This is an optimization exercise on Yosys and OpenROAD, whose aim is a short achievable clock period and few clock cycles, not a production implementation.
Function was checked by simulation only, so behaviour that the tests miss may differ from the original.
The flow treats the clock pin as an ideal source, which a real chip does not have.
Power figures rest on the tool's default switching activity, not on a simulated workload.

<file path="design/flow/flow/run.sh">
#!/bin/bash
set -euo pipefail
cd "$(dirname "$0")/.."
P=${FLOW_PLATFORM:-sky130hd}
R=orfs/results/$P/processor/base
PD=$FLOW_HOME/platforms/$P
LIB=$PD/lib/sky130_fd_sc_hd__tt_025C_1v80.lib
bash standard.sh place > flow_place.log 2>&1
IO_LIB=$LIB IO_DB=$R/3_place.odb IO_BUF=sky130_fd_sc_hd__buf_6 openroad -no_init -exit flow/io.tcl > flow_io.log 2>&1
best=""
bestlat=99
for combo in 25:100 22:100 25:150 28:100 28:150 30:100 30:150 32:120; do
  s=${combo%:*}; d=${combo#*:}
  rm -f $R/4_1_cts.odb $R/4_cts.odb $R/4_cts.sdc
  if ! bash standard.sh CTS_CLUSTER_SIZE=$s CTS_CLUSTER_DIAMETER=$d cts > flow_cts_${s}_${d}.log 2>&1; then
    continue
  fi
  m=$(ROOT_MEASURE=1 ROOT_LIB=$LIB PLATFORM_DIR=$PD ROOT_DB=$R/4_cts.odb ROOT_SDC=$R/4_cts.sdc CLK_PORT=clk \
      openroad -no_init -exit flow/root.tcl 2>&1 | tee flow_measure_${s}_${d}.log | grep '^MEASURE' || true)
  echo "$s $d $m" >> flow_cts_choice.log
  read -r _ fan lat slew <<< "$m" || continue
  [[ -z "${slew:-}" ]] && continue
  ok=$(awk -v f="$fan" -v l="$lat" -v sl="$slew" -v b="$bestlat" 'BEGIN{print (f>=1 && f<=16 && sl<0.117 && l<b) ? 1 : 0}')
  if [[ "$ok" == 1 ]]; then
    bestlat=$lat; best=$combo
    mkdir -p flow_best; cp $R/4_1_cts.odb $R/4_cts.odb $R/4_cts.sdc flow_best/
    cp orfs/logs/$P/processor/base/4_1_cts.log flow_best/ 2>/dev/null || true
  fi
done
echo "chosen: ${best:-none} latency $bestlat" >> flow_cts_choice.log
if [[ -n "$best" ]]; then
  cp flow_best/4_1_cts.odb flow_best/4_cts.odb flow_best/4_cts.sdc $R/
  cp flow_best/4_1_cts.log orfs/logs/$P/processor/base/4_1_cts.log 2>/dev/null || true
  ROOT_LIB=$LIB ROOT_DB=$R/4_cts.odb CLK_PORT=clk openroad -no_init -exit flow/root.tcl > flow_root.log 2>&1
  touch $R/4_cts.sdc
else
  rm -f $R/4_1_cts.odb $R/4_cts.odb $R/4_cts.sdc
  bash standard.sh CTS_CLUSTER_SIZE=25 CTS_CLUSTER_DIAMETER=100 cts > flow_cts_fallback.log 2>&1
fi
bash standard.sh > flow_finish.log 2>&1
</file>
<file path="design/flow/flow/io.tcl">
# Output ports: each port's buffer is sized to at least IO_BUF, and the
# flip-flop that drives the buffer is moved next to it (the placement is
# then legalized), so that the flip-flop's output wire is short.
if {[info exists ::env(IO_LIB)]} { read_liberty $::env(IO_LIB) }
read_db $::env(IO_DB)
set block [ord::get_db_block]
set db [ord::get_db]
set bufm [$db findMaster $::env(IO_BUF)]
set order {sky130_fd_sc_hd__buf_1 sky130_fd_sc_hd__buf_2 sky130_fd_sc_hd__buf_4 sky130_fd_sc_hd__buf_6 sky130_fd_sc_hd__buf_8 sky130_fd_sc_hd__buf_12 sky130_fd_sc_hd__buf_16}
set want [lsearch $order $::env(IO_BUF)]
proc driver {net} {
  if {$net eq "NULL" || $net eq ""} { return "" }
  foreach it [$net getITerms] { if {[$it isOutputSignal]} { return [$it getInst] } }
  return ""
}
set moved 0
set sized 0
foreach bt [$block getBTerms] {
  if {[$bt getIoType] ne "OUTPUT"} { continue }
  set buf [driver [$bt getNet]]
  if {$buf eq ""} { continue }
  set bm [[$buf getMaster] getName]
  if {![string match "sky130_fd_sc_hd__buf_*" $bm] && ![string match "sky130_fd_sc_hd__clkbuf_*" $bm] && ![string match "sky130_fd_sc_hd__clkdlybuf*" $bm]} { continue }
  set in ""
  foreach it [$buf getITerms] { if {[$it isInputSignal]} { set in $it } }
  if {$in eq ""} { continue }
  set have [lsearch $order $bm]
  if {$have < $want} { $buf swapMaster $bufm; incr sized }
  set ff [driver [$in getNet]]
  if {$ff eq ""} { continue }
  if {![string match "sky130_fd_sc_hd__df*" [[$ff getMaster] getName]]} { continue }
  # only a flip-flop whose output feeds this buffer and at most one more cell
  if {[llength [[$in getNet] getITerms]] > 3} { continue }
  set b [$buf getBBox]
  $ff setLocation [$b xMin] [$b yMin]
  $ff setPlacementStatus PLACED
  # and the flip-flop's other load (out_q's own multiplexer)
  foreach it [[$in getNet] getITerms] {
    set c [$it getInst]
    if {$c eq $buf || $c eq $ff} { continue }
    $c setLocation [$b xMin] [$b yMin]
    $c setPlacementStatus PLACED
  }
  incr moved
}
puts "IO: $sized output buffers resized, $moved flip-flops moved"
detailed_placement
check_placement
write_db $::env(IO_DB)
</file>
<file path="design/flow/flow/root.tcl">
set db_file $::env(ROOT_DB)
if {[info exists ::env(ROOT_LIB)]} { read_liberty $::env(ROOT_LIB) }
read_db $db_file
set block [ord::get_db_block]
set clk [$block findNet $::env(CLK_PORT)]
set loads [$clk getITerms]
if {[llength $loads] != 1} {
  puts "ROOT: clock net has [llength $loads] cell loads; left as it is"
  exit 0
}
set root_it [lindex $loads 0]
set root [$root_it getInst]
proc out_net {inst} {
  foreach it [$inst getITerms] { if {[$it isOutputSignal]} { return [$it getNet] } }
  return ""
}
proc in_iterm {inst} {
  foreach it [$inst getITerms] { if {[$it isInputSignal]} { return $it } }
  return ""
}
set onet [out_net $root]
if {$onet eq ""} { puts "ROOT: no output net"; exit 0 }
set mids {}
foreach it [$onet getITerms] {
  if {[$it getInst] ne $root} { lappend mids [$it getInst] }
}
set n [llength $mids]
if {$n > 16 || [llength [$onet getBTerms]] > 0} {
  puts "ROOT: root [$root getName] drives $n pins; left as it is"
  if {[info exists ::env(ROOT_MEASURE)]} { puts "MEASURE 99 99 99" }
  exit 0
}
foreach m $mids {
  if {![string match "*buf_*" [[$m getMaster] getName]] || [out_net $m] eq ""} {
    puts "ROOT: root drives a non-buffer [$m getName]; left as it is"
    exit 0
  }
}
proc loc {inst} {
  set b [$inst getBBox]
  return [list [expr {([$b xMin] + [$b xMax]) / 2.0}] [expr {([$b yMin] + [$b yMax]) / 2.0}]]
}
proc dist {a b} {
  lassign [loc $a] ax ay
  lassign [loc $b] bx by
  return [expr {abs($ax - $bx) + abs($ay - $by)}]
}
set groups {}
foreach m $mids { lappend groups [list $m] }
while {[llength $groups] > 4} {
  set best -1
  set bi 0
  set bj 1
  for {set i 0} {$i < [llength $groups]} {incr i} {
    for {set j [expr {$i + 1}]} {$j < [llength $groups]} {incr j} {
      set gi [lindex $groups $i]
      set gj [lindex $groups $j]
      # distance between group centroids
      set sx 0; set sy 0
      foreach m $gi { lassign [loc $m] x y; set sx [expr {$sx + $x}]; set sy [expr {$sy + $y}] }
      set cix [expr {$sx / [llength $gi]}]; set ciy [expr {$sy / [llength $gi]}]
      set sx 0; set sy 0
      foreach m $gj { lassign [loc $m] x y; set sx [expr {$sx + $x}]; set sy [expr {$sy + $y}] }
      set cjx [expr {$sx / [llength $gj]}]; set cjy [expr {$sy / [llength $gj]}]
      set d [expr {abs($cix - $cjx) + abs($ciy - $cjy)}]
      if {$best < 0 || $d < $best} { set best $d; set bi $i; set bj $j }
    }
  }
  set merged [concat [lindex $groups $bi] [lindex $groups $bj]]
  set groups [lreplace $groups $bj $bj]
  set groups [lreplace $groups $bi $bi $merged]
}
puts "ROOT: removing [$root getName] ([[$root getMaster] getName]); $n buffers below it, in [llength $groups] groups"
set keep {}
foreach g $groups {
  set k [lindex $g 0]
  set knet [out_net $k]
  foreach m [lrange $g 1 end] {
    set mnet [out_net $m]
    foreach it [$mnet getITerms] {
      if {[$it getInst] ne $m} { $it disconnect; $it connect $knet }
    }
    foreach it [$m getITerms] { $it disconnect }
    odb::dbInst_destroy $m
    odb::dbNet_destroy $mnet
  }
  if {[llength $g] > 1} {
    # move k to the centroid of its loads
    set sx 0; set sy 0; set c 0
    foreach it [$knet getITerms] {
      if {[$it getInst] eq $k} { continue }
      lassign [loc [$it getInst]] x y
      set sx [expr {$sx + $x}]; set sy [expr {$sy + $y}]; incr c
    }
    if {$c > 0} {
      set b [$k getBBox]
      set w [expr {[$b xMax] - [$b xMin]}]
      set h [expr {[$b yMax] - [$b yMin]}]
      $k setLocation [expr {int($sx / $c - $w / 2)}] [expr {int($sy / $c - $h / 2)}]
      $k setPlacementStatus PLACED
    }
  }
  lappend keep $k
}
foreach k $keep {
  set it [in_iterm $k]
  $it disconnect
  $it connect $clk
}
foreach it [$root getITerms] { $it disconnect }
odb::dbInst_destroy $root
odb::dbNet_destroy $onet
if {$n > 4} {
  detailed_placement
  check_placement
}
if {[info exists ::env(ROOT_MEASURE)]} {
  # Report instead of saving: "MEASURE <buffers below the root> <max clock
  # latency> <max flip-flop clock slew>" with placement parasitics.
  read_sdc $::env(ROOT_SDC)
  source $::env(PLATFORM_DIR)/setRC.tcl
  set_propagated_clock [all_clocks]
  estimate_parasitics -placement
  set lat 0
  set slew 0
  foreach pin [all_registers -clock_pins -edge_triggered] {
    foreach e {rise fall} {
      set v [get_property $pin slew_max_$e]
      if {$v > $slew} { set slew $v }
    }
    set a [get_property $pin arrival_max_rise]
    if {$a > $lat} { set lat $a }
  }
  puts "MEASURE $n $lat $slew"
  exit 0
}
write_db $db_file
</file>
<file path="design/flow/standard.sh">
#!/bin/bash
# synth_recipe.tcl (not shown) runs the flow's synth.tcl, then flattens the netlist and writes it again
# the make line also repeats each setting of config.mk as NAME=value (left out here)
make -C /OpenROAD-flow-scripts/flow DESIGN_CONFIG=/design/flow/config.mk WORK_HOME=/design/flow/orfs CLKGATE_MAP_FILE= SYNTH_SCRIPT=/design/flow/synth_recipe.tcl "${@:-finish}"
</file>
<file path="design/flow/config.mk">
export PLATFORM = sky130hd
export DESIGN_NAME = processor
export DESIGN_NICKNAME = processor
export VERILOG_FILES = /design/flow/design.v
export SDC_FILE = /design/flow/constraint.sdc
export NUM_CORES = 4
export LEC_CHECK = 0
export CAP_MARGIN = 20
export CORE_MARGIN = 2
export CORE_UTILIZATION = 45
export SETUP_SLACK_MARGIN = 4.0
export SLEW_MARGIN = 20
</file>
<file path="design/flow/constraint.sdc">
create_clock -name core_clock -period 6.0 [get_ports {clk}]
set_input_delay 1.2000 -clock core_clock [delete_from_list [all_inputs] [get_ports {clk}]]
set_output_delay 1.2000 -clock core_clock [all_outputs]
set_load 0.01 [all_outputs]
</file>
<file path="design/flow/design.v">
module processor (
  input  logic        clk,
  input  logic        reset,
  input  logic [31:0] instruction,
  output logic [31:0] addr,
  output logic [31:0] out,
  output logic        sys_dne,
  output logic        rw
);
  localparam logic [5:0] OP_AND = 6'd6;
  localparam logic [5:0] OP_OR  = 6'd7;
  localparam logic [5:0] OP_XOR = 6'd8;
  localparam logic [5:0] OP_NOT = 6'd9;
  localparam logic [5:0] OP_LI  = 6'd10;
  localparam int W = 17;
  localparam logic [1:0] FN_AND = 2'd0;
  localparam logic [1:0] FN_OR  = 2'd1;
  localparam logic [1:0] FN_XOR = 2'd2;
  logic        run_q;      
  logic [31:0] pc_q;       
  logic [31:0] npc_q;      
  logic [5:0]  f_op;
  logic [4:0]  f_rs, f_rt, f_rd;
  logic        f_and, f_or, f_xor, f_not, f_li, f_wr, f_ua, f_ub;
  logic [4:0]  f_dst;
  logic [31:0] f_sel_a, f_sel_b;
  logic        r1_v;
  logic [31:0] r1_sel_a, r1_sel_b;   
  logic        r1_ua, r1_ub;          
  logic        r1_not, r1_li;
  logic [15:0] r1_imm;
  logic [4:0]  r1_dst;
  logic        r1_wr;
  logic        r1_fa1, r1_fb1;        
  logic        r1_fa2, r1_fb2;        
  logic [1:0]  r1_fn;
  logic        r2_v;
  logic [4:0]  r2_dst;
  logic        r2_wr;
  logic        r2_fa2, r2_fb2;
  logic [W-1:0] r2_a0, r2_a1, r2_b0, r2_b1;    
  logic        r2_ua, r2_ub;
  logic [W-1:0] r2_bk;                
  logic [3:0]  r2_t0, r2_t1;          
  assign f_op  = instruction[31:26];
  assign f_rs  = instruction[25:21];
  assign f_rt  = instruction[20:16];
  assign f_rd  = instruction[15:11];
  assign f_and = (f_op == OP_AND);
  assign f_or  = (f_op == OP_OR);
  assign f_xor = (f_op == OP_XOR);
  assign f_not = (f_op == OP_NOT);
  assign f_li  = (f_op == OP_LI);
  assign f_wr  = f_and | f_or | f_xor | f_not | f_li;
  assign f_ua  = f_and | f_or | f_xor | f_not;    
  assign f_ub  = f_and | f_or | f_xor;            
  assign f_dst = f_not ? f_rt : (f_li ? f_rs : f_rd);
  always_comb begin
    for (int j = 0; j < 32; j++) begin
      f_sel_a[j] = (f_rs == 5'(j));
      f_sel_b[j] = (f_rt == 5'(j));
    end
  end
  logic [W-1:0] rf [32];
  logic [W-1:0] rd_a0, rd_a1, rd_b0, rd_b1, bk;
  logic        hold1, fa, fb;
  logic [1:0]  fn;
  logic [3:0]  t0, t1;
  always_comb begin
    rd_a0 = '0;
    rd_a1 = '0;
    rd_b0 = '0;
    rd_b1 = '0;
    for (int j = 0; j < 16; j++) begin
      rd_a0 = rd_a0 | ({W{r1_sel_a[j]}} & rf[j]);
      rd_a1 = rd_a1 | ({W{r1_sel_a[j + 16]}} & rf[j + 16]);
      rd_b0 = rd_b0 | ({W{r1_sel_b[j]}} & rf[j]);
      rd_b1 = rd_b1 | ({W{r1_sel_b[j + 16]}} & rf[j + 16]);
    end
  end
  assign bk = r1_not ? '1 : (r1_li ? {1'b0, r1_imm} : '0);
  assign hold1 = !(r1_v && r1_wr);
  assign fa    = hold1 | r1_fa1;
  assign fb    = hold1 | r1_fb1;
  assign fn    = hold1 ? FN_OR : r1_fn;
  logic [3:0] ka, kb, ka0, kb0, ka1, kb1;
  assign ka  = 4'b1100;
  assign kb  = 4'b1010;
  assign ka0 = fa ? 4'b0000 : ka;
  assign kb0 = fb ? 4'b0000 : kb;
  assign ka1 = fa ? 4'b1111 : ka;
  assign kb1 = fb ? 4'b1111 : kb;
  always_comb begin
    case (fn)
      FN_AND:  begin t0 = ka0 & kb0; t1 = ka1 & kb1; end
      FN_OR:   begin t0 = ka0 | kb0; t1 = ka1 | kb1; end
      default: begin t0 = ka0 ^ kb0; t1 = ka1 ^ kb1; end
    endcase
  end
  logic [W-1:0] resn_q;    
  logic [W-1:0] op_a, op_b, p0, p1;
  assign op_a = r2_fa2 ? ~resn_q : ({W{r2_ua}} & (r2_a0 | r2_a1));
  assign op_b = r2_fb2 ? ~resn_q : (r2_ub ? (r2_b0 | r2_b1) : r2_bk);
  always_comb begin
    for (int i = 0; i < W; i++) begin
      p0[i] = r2_v & r2_t0[{op_a[i], op_b[i]}];
      p1[i] = !r2_v | r2_t1[{op_a[i], op_b[i]}];
    end
  end
  logic        e_v;
  logic        e_clr;      
  logic [31:0] e_we;
  logic [W-1:0] e_p0, e_p1;
  logic [31:0] out_q;      
  logic        dne_q;
  logic [W-1:0] x_r;
  assign x_r = {W{!e_clr}} & ((resn_q & e_p0) | (~resn_q & e_p1));
  logic [31:0] x_out, o_p0, o_p1;
  assign o_p0  = {{16{e_p0[16]}}, e_p0[15:0]};
  assign o_p1  = {{16{e_p1[16]}}, e_p1[15:0]};
  assign x_out = {32{!e_clr}} & ((~out_q & o_p0) | (out_q & o_p1));
  always_ff @(posedge clk or negedge reset) begin
    if (!reset) begin
      run_q  <= 1'b0;
      r1_v   <= 1'b0;
      r2_v   <= 1'b0;
      e_v    <= 1'b0;
      e_clr  <= 1'b1;
      dne_q  <= 1'b0;
    end else begin
      run_q  <= 1'b1;
      r1_v   <= run_q;
      r2_v   <= r1_v;
      e_v    <= r2_v;
      e_clr  <= 1'b0;
      dne_q  <= e_v;
    end
  end
  always_ff @(posedge clk) begin
    pc_q   <= run_q ? npc_q : 32'd0;
    npc_q  <= run_q ? npc_q + 32'd1 : 32'd1;
    for (int j = 0; j < 32; j++) e_we[j] <= r2_v & r2_wr & (r2_dst == 5'(j));
    e_p0   <= p0;
    e_p1   <= p1;
    out_q  <= x_out;
    resn_q <= ~x_r;
  end
  always_ff @(posedge clk) begin
    r1_sel_a <= f_sel_a;
    r1_sel_b <= f_sel_b;
    r1_ua    <= f_ua;
    r1_ub    <= f_ub;
    r1_not   <= f_not;
    r1_li    <= f_li;
    r1_imm   <= instruction[15:0];
    r1_dst   <= f_dst;
    r1_wr    <= f_wr;
    r1_fa1   <= f_ua & r1_v & r1_wr & (r1_dst == f_rs);
    r1_fb1   <= f_ub & r1_v & r1_wr & (r1_dst == f_rt);
    r1_fa2   <= f_ua & r2_v & r2_wr & (r2_dst == f_rs);
    r1_fb2   <= f_ub & r2_v & r2_wr & (r2_dst == f_rt);
    r1_fn    <= f_and ? FN_AND : ((f_or | f_li) ? FN_OR : FN_XOR);
    r2_dst   <= r1_dst;
    r2_wr    <= r1_wr;
    r2_fa2   <= r1_fa2;
    r2_fb2   <= r1_fb2;
    r2_a0    <= rd_a0;
    r2_a1    <= rd_a1;
    r2_b0    <= rd_b0;
    r2_b1    <= rd_b1;
    r2_ua    <= r1_ua;
    r2_ub    <= r1_ub;
    r2_bk    <= bk;
    r2_t0    <= t0;
    r2_t1    <= t1;
    for (int j = 0; j < 32; j++)
      if (e_we[j]) rf[j] <= x_r;
  end
  assign addr    = pc_q;
  assign out     = out_q;
  assign sys_dne = dne_q;
  assign rw      = 1'b0;
endmodule
</file>
==> run notes, run 1 <==
Syn Area/Cell 14.0 sq um; post-place instance area 36900 sq um; Initial Util 45.5%; worst hold path class reg -> reg; hold_ws 365 ps; Comb power frac 5.0%; CP Cell Sequence buf_6; status finished clean; routability cong. 0.901; path depth of the worst reg2reg path 3; ANT nets after route 0; Final Skew 29.9 ps; largest net degree at the start of global routing 35; P_leak 0.0133 uW; fraction of layout cells with a size suffix above 1 17.0%; Final Setup Violations 0; Root Driver clkbuf_16; instance count of the mapped netlist 2480; Die Y 282 um; Layout area overhead 12.6%; CP top delay family flip-flops; Via Count 24700; CTS clk-pin slew, worst paths 110 ps; Total Routing Usage GR 30.0%; GRT overflow 0; die area 79400 sq um; slew margin rel. 14.1%; Post-Syn Area 34700 sq um; Final Hold Viols 0; Int Pwr 8240 uW; Tcrit/Tclk final 35.9%; pwr/cell area 270 nW/um^2; sw frac 22.0%; Num Clock Sinks 927; Num CTS Buffers 39; most frequent cells in the layout edfxtp_1, dfxtp_1, a22o_1; RSZ-0062 raised after global routing true; Post-Route WL 122000 um; row cnt 101; hold buffers post-CTS 0; Max Freq 0.465 GHz; Slowest-stage cell, CP dfrtp_1; actual slew at the worst max-slew pin 1290 ps; antenna fix cells 0; post-synthesis cell type count 57; Data arrival, critical path 950 ps; share of power burned in registers 65.1%; Core Box Area 76200 sq um; CP Class reg -> out; Post-synth top flop edfxtp_1; fillers 6283; Seq/Total Area, Yosys 69.3%; Synth Warn # 2; crit end category output pin; most common cell after layout, fill and taps aside edfxtp_1; post-layout util 51.3%; hold path depth 0; Chip Width 282 um; H-tree depth 2; Max-Cap Viols 0; min cycle time layout 2150 ps; net switching power 2320 uW; #FFs+latches synth 927; Post-DP HPWL 64900 um; Clk pwr share 29.9%; IO Port Bufs 98; CTS tree yes; first-pass GRT wire length 170000 um; Final Max Slew Viols 0; Setup TNS 0 ps; number of synthesized flops with an enable pin 544; largest fanout on the critical path 1; vias in the first global route 23800; IO Count 100; Nets 2612; DR vias/cell 6.78; Async S/R FF share, synth 0.647%; worst vdd ir 0.218 mV; cell depth of the worst setup path 1; fin area 39100 sq um; initial antenna violation count 1; CP Launch Type flip-flop; initial DRC count 4077; clk buf depth 3; Worst Path Required 4800 ps; peak per-stage delay on the critical path 400 ps; routed wire length per instance 33.6 um; Skew-Pair Late Insertion Delay 430 ps; drt pass-1 iters 6; buffers and inverters on the worst path 1; Remaining DRCs 0
==> registers in the layout (all words and copies together), names as in the netlist, 32 cells and up <==
signal    cells
r1_sel_a     32
out_q        32
rf          544
pc_q         32
r1_sel_b     32
npc_q        32
e_we         32
==> stage by stage <==
stage	power (uW)	setup slack, ps	cells
after floorplan	7230	3940	2481
after global placement	7460	3230	3499
after detailed placement	7470	3190	3499
after CTS	10500	3640	3601
after global routing	10800	3820	3634
final	10600	3850	3634
==> layer usage <==
metal	up-vias	track usage [%]	part of all wire [%]
met5	-	0.305	0
met4	0	14.2	5.7
met3	425	8.34	13
met2	1935	45.7	44
met1	12200	39.8	38
li1	10100	-	-
==> repair_timing <==
action / 4_1_cts / 5_1_grt
pin swaps: 2 / 3
endpoints found under the setup margin: 643 / 383
gates cloned: 17 / 2
gates resized for setup: 117 / 57
setup buffers: 23 / 22
==> power groups by stage <==
stage               Clock (uW)  Combinational (uW)  Sequential [uW]
floorplan                    0                 270             6960
global placement             0                 450             7010
detailed placement           0                 457             7010
CTS                       3110                 487             6870
global route              3400                 547             6880
finish                    3160                 527             6870
==> cells by family (layout without fill, tap and decap cells) <==
kind of cell    after synthesis  in the layout  share of synthesized area (%)
fa+ha+maj                     3              3                          0.108
xor+xnor                     29             29                          0.732
simple gates                451            452                           6.89
flops                       927            927                           69.3
other cells                   2              3                         0.0216
buf+inv                     235            357                           2.61
mux                          89             89                           2.65
compound gates              744            744                           17.7
==> final cells by class <==
type	count	area, sq um	share of cell area (%)
clock buffers	66	1080	2.76
clock inverters	3	55.1	0.141
inverters	30	181	0.464
multi-input cells	1320	9930	25.4
flip-flops and latches	927	24100	61.7
well taps	1030	1290	3.30
repair buffers	241	2310	5.91
repair inverters	17	128	0.326
==> cell usage after synthesis (3+ instances only) <==
cell type	n	area, sq um
nor2b_1	19	119
inv_1	29	109
nand2_1	29	109
or3_1	9	56.3
o22ai_1	19	119
nand4_1	79	494
nand3_1	15	75.1
or2_2	26	163
nor4_1	5	31.3
nor2_1	174	653
a21oi_1	41	205
ha_1	3	37.5
and2_1	31	194
dfrtp_1	5	125
nand2b_1	8	50.1
a211oi_1	32	240
nor3_1	6	30.0
and3_1	4	25.0
clkbuf_1	190	713
xnor2_1	18	158
edfxtp_1	544	16300
a22o_1	275	2410
or3b_1	11	96.3
buf_2	3	15.0
a2111oi_0	15	131
or3b_2	6	52.6
a31oi_1	15	93.8
o21ai_0	10	50.1
o21ba_2	15	150
nor3b_1	4	30.0
a21o_1	34	255
xor2_1	11	96.3
a221oi_1	272	2380
buf_1	8	30.0
or4_1	11	82.6
o31ai_1	11	82.6
mux2i_1	83	831
mux2_2	3	33.8
nand3b_1	6	45.0
and4_1	3	26.3
dfxtp_1	377	7550
==> worst paths after layout <==
path | to | from | slack [ps]
max | sys_dne | dne_q | 3850
min | dne_q | e_v | 360
max reg2reg | r2_a0[16] | r1_sel_a[15] | 3970
min reg2reg | dne_q | e_v | 360
max in group asynchronous | e_clr | reset | 4620
min in group asynchronous | dne_q | reset | 1050
Testbench counts, summed over its fixed seeds: cycles 16,288.
==> inputs of run 2 (changes only) <==
--- a/design/flow/flow/run.sh
+++ b/design/flow/flow/run.sh
@@ -21,5 +21,5 @@
   read -r _ fan lat slew <<< "$m" || continue
   [[ -z "${slew:-}" ]] && continue
-  ok=$(awk -v f="$fan" -v l="$lat" -v sl="$slew" -v b="$bestlat" 'BEGIN{print (f>=1 && f<=16 && sl<0.117 && l<b) ? 1 : 0}')
+  ok=$(awk -v f="$fan" -v l="$lat" -v sl="$slew" -v b="$bestlat" 'BEGIN{print (f>=1 && f<=16 && sl<0.110 && l<b) ? 1 : 0}')
   if [[ "$ok" == 1 ]]; then
     bestlat=$lat; best=$combo
--- a/design/flow/config.mk
+++ b/design/flow/config.mk
@@ -8,5 +8,5 @@
 export CAP_MARGIN = 20
 export CORE_MARGIN = 2
-export CORE_UTILIZATION = 45
+export CORE_UTILIZATION = 65
 export SETUP_SLACK_MARGIN = 4.0
 export SLEW_MARGIN = 20
==> run notes, run 2 <==
GRT overflow 0 (unchanged); Tcrit/Tclk final 35.3% (-0.57 points); fraction of layout cells with a size suffix above 1 16.1% (-0.83 points); IO Count 100 (unchanged); Max Freq 0.472 GHz (+1.6%); most frequent cells in the layout edfxtp_1, dfxtp_1, a22o_1; ANT nets after route 0 (unchanged); crit end category output pin; max FFs per register 544 (unchanged); worst hold path class reg -> reg; Post-Syn Area 34700 sq um (unchanged); Final Hold Viols 0 (unchanged); Layout area overhead 10.3%; Num CTS Buffers 39 (unchanged); most numerous cell in the Yosys netlist edfxtp_1; Setup TNS 0 ps (unchanged); Slowest-stage cell, CP dfrtp_1; status finished clean; Post-synth top flop edfxtp_1; Final Setup Violations 0 (unchanged); Final Max Slew Viols 0 (unchanged); actual slew at the worst max-slew pin 1360 ps (+77.0 ps); initial DRC count 4327 (+6.1%); Root Driver clkbuf_16; worst vdd ir 0.299 mV (+37%); vias in the first global route 24100 (+1.5%); clk buf depth 3 (unchanged); Post-DP HPWL 62800 um (-3.3%); Syn Area/Cell 14.0 sq um (unchanged); min cycle time layout 2120 ps (-34.3 ps); Yosys top cell area share 47.1% (unchanged); Initial Util 65.9% (+20 points); Num Clock Sinks 927 (unchanged); P_leak 0.0131 uW (-1.8%); Core Box Area 52700 sq um (-31%); drt pass-1 iters 7 (+1); H-tree depth 2 (unchanged); Total Routing Usage GR 40.9% (+11 points); Skew-Pair Late Insertion Delay 410 ps (-20 ps); DR vias/cell 7.76 (+14%); worst reg-to-reg setup slack 4000 ps (+30 ps); Seq/Total Area, Yosys 69.3% (unchanged); fillers 3403 (-46%); peak per-stage delay on the critical path 390 ps (about the same); Synth Warn # 2 (unchanged); Chip Width 235 um (-17%); CP Cell Sequence buf_6; row cnt 84 (-17%); post-synthesis cell type count 57 (unchanged); instance count of the mapped netlist 2480 (unchanged); RSZ-0062 raised after global routing true; top cell type by total area after synthesis edfxtp_1; Async S/R FF share, synth 0.647% (unchanged); pwr/cell area 274 nW/um^2 (+1.3%); CP Class reg -> out; die area 55300 sq um (-30%); IO Port Bufs 98 (unchanged); Worst Path Required 4800 ps (about the same); Final Skew 33.9 ps (+4.02 ps); CTS clk-pin slew, worst paths 100 ps (about the same); #FFs+latches synth 927 (unchanged); largest fanout on the critical path 1 (unchanged); routed wire length per instance 36.7 um (+9.1%); Max-Cap Viols 0 (unchanged); largest net degree at the start of global routing 35 (unchanged); Data arrival, critical path 920 ps (-30 ps); Remaining DRCs 0 (unchanged); slew margin rel. 9.01% (-5.1 points); Post-Route WL 119000 um (-2.4%); routability cong. 0.919 (+2.0%); commonest cells in the netlist edfxtp_1, dfxtp_1, a22o_1; Via Count 25200 (+2.3%); Nets 2575 (-1.4%); first-pass GRT wire length 164000 um (-3.5%); CTS tree yes; Die Y 235 um (-17%); CP Launch Type flip-flop; number of synthesized flops with an enable pin 544 (unchanged); buffers and inverters on the worst path 1 (unchanged); CP top delay family flip-flops; hold_ws 335 ps (-30.0 ps); most common cell after layout, fill and taps aside edfxtp_1; initial antenna violation count 2 (+1); top post-synthesis cells by area edfxtp_1, dfxtp_1, a22o_1, a221oi_1, mux2i_1; Top reg by flops rf
[run 2: final cells by class]
class | instances | area (sq um) | area share (%)
Tap cell | 688 | 861 | 2.25
Inverter | 30 | 178 | 0.464
Timing Repair Buffer | 204 | 1940 | 5.07
Timing Repair inverter | 17 | 128 | 0.333
Sequential cell | 927 | 24100 | 63.1
Clock inverter | 2 | 38.8 | 0.101
Antenna cell | 1 | 2.50 | 0.00654
Clock buffer | 64 | 1050 | 2.74
Multi-Input combinational cell | 1320 | 9930 | 26.0
[run 2: worst paths after layout]
kind,startpoint,end,cells after the start
min in group asynchronous,reset,r2_v,1
worst min-delay path,r1_ub,r2_ub,0
worst max register to register,e_clr,rf[2][15],2
max in group asynchronous,reset,e_clr,1
worst min register to register,r1_ub,r2_ub,0
worst max-delay path,dne_q,sys_dne,1
[run 2: through the flow]
stage | cell area (sq um) | setup slack [ps] | util (%) | total power, uW | std cells
floorplan | 34800 | 3940 | - | 7230 | 2481
detailed placement | 36300 | 3200 | 68.9 | 7460 | 3127
finish | 38300 | 3880 | 72.7 | 10500 | 3253
CTS | 37800 | 3660 | 71.7 | 10300 | 3217
global placement | 36300 | 3230 | 68.9 | 7450 | 3127
global route | 38300 | 3860 | 72.7 | 10700 | 3252
[run 2: logic make-up after synthesis]
kind of cell,Yosys count,synth area share (%)
XOR/XNOR,29,0.732
AND/OR/NAND/NOR,451,6.89
other,2,0.0216
AO/OA/AOI/OAI,744,17.7
multiplexers,89,2.65
adder cells (fa/ha/maj),3,0.108
flip-flops,927,69.3
buffers and inverters,235,2.61
[run 2: what timing repair did]
action	4_1_cts	5_1_grt
cloned	6	13
hold buffers	0	0
resized for setup	106	67
setup buffers	24	15
pin swaps	1	4
endpoints found under the setup margin	645	575
[run 2: worst register-to-register path, stage by stage (launching register included)]
cell and delay, ps:
dfstp_4 820, or2_2 390, clkinvlp_4 420
[run 2: power by group]
group | switching, uW | total (uW) | internal [uW]
clock network | 1860 | 3090 | 1230
registers | 134 | 6920 | 6780
logic | 291 | 474 | 183
[run 2: metal layers]
metal  GRT usage, %  share of wire [%]
met3           12.5                 15
met5          0.173              0.011
met4           21.9                6.9
met1           55.2                 35
met2           60.0                 43

[afterwards: timing with drivers on the ports]
No port has a modelled driver above. Below, the same layouts with a new extraction and two added sets of constraints. Step 1: set_driving_cell puts a clkbuf_16 on clk and a buf_2 on each other input, an assumption about the parent block. Step 2 adds t to the input delays and takes it off the output delays; t is the mean of the earliest and latest rising clock arrival at the registers after step 1. Input paths then give back, and output paths get back, about the clock's delay inside the block. Slacks: ideal ports / drivers / drivers and shift; pairs: ideal ports / drivers.
run	shift t [ns]	slack for setup (ns)	hold slack, ns	latest minus earliest clock arrival (ns)	worst register clock-pin slew, ns
run 1	0.550	3.848 / 3.720 / 3.601	0.365 / 0.365 / 0.365	0.034 / 0.035	0.12 / 0.12
run 2	0.533	3.883 / 3.752 / 3.621	0.335 / 0.335 / 0.335	0.045 / 0.044	0.11 / 0.11
After both steps every run listed still meets setup and hold. For run 2, which loses most, drivers alone change the setup slack by -0.131 ns; drivers and shift together by -0.262 ns.
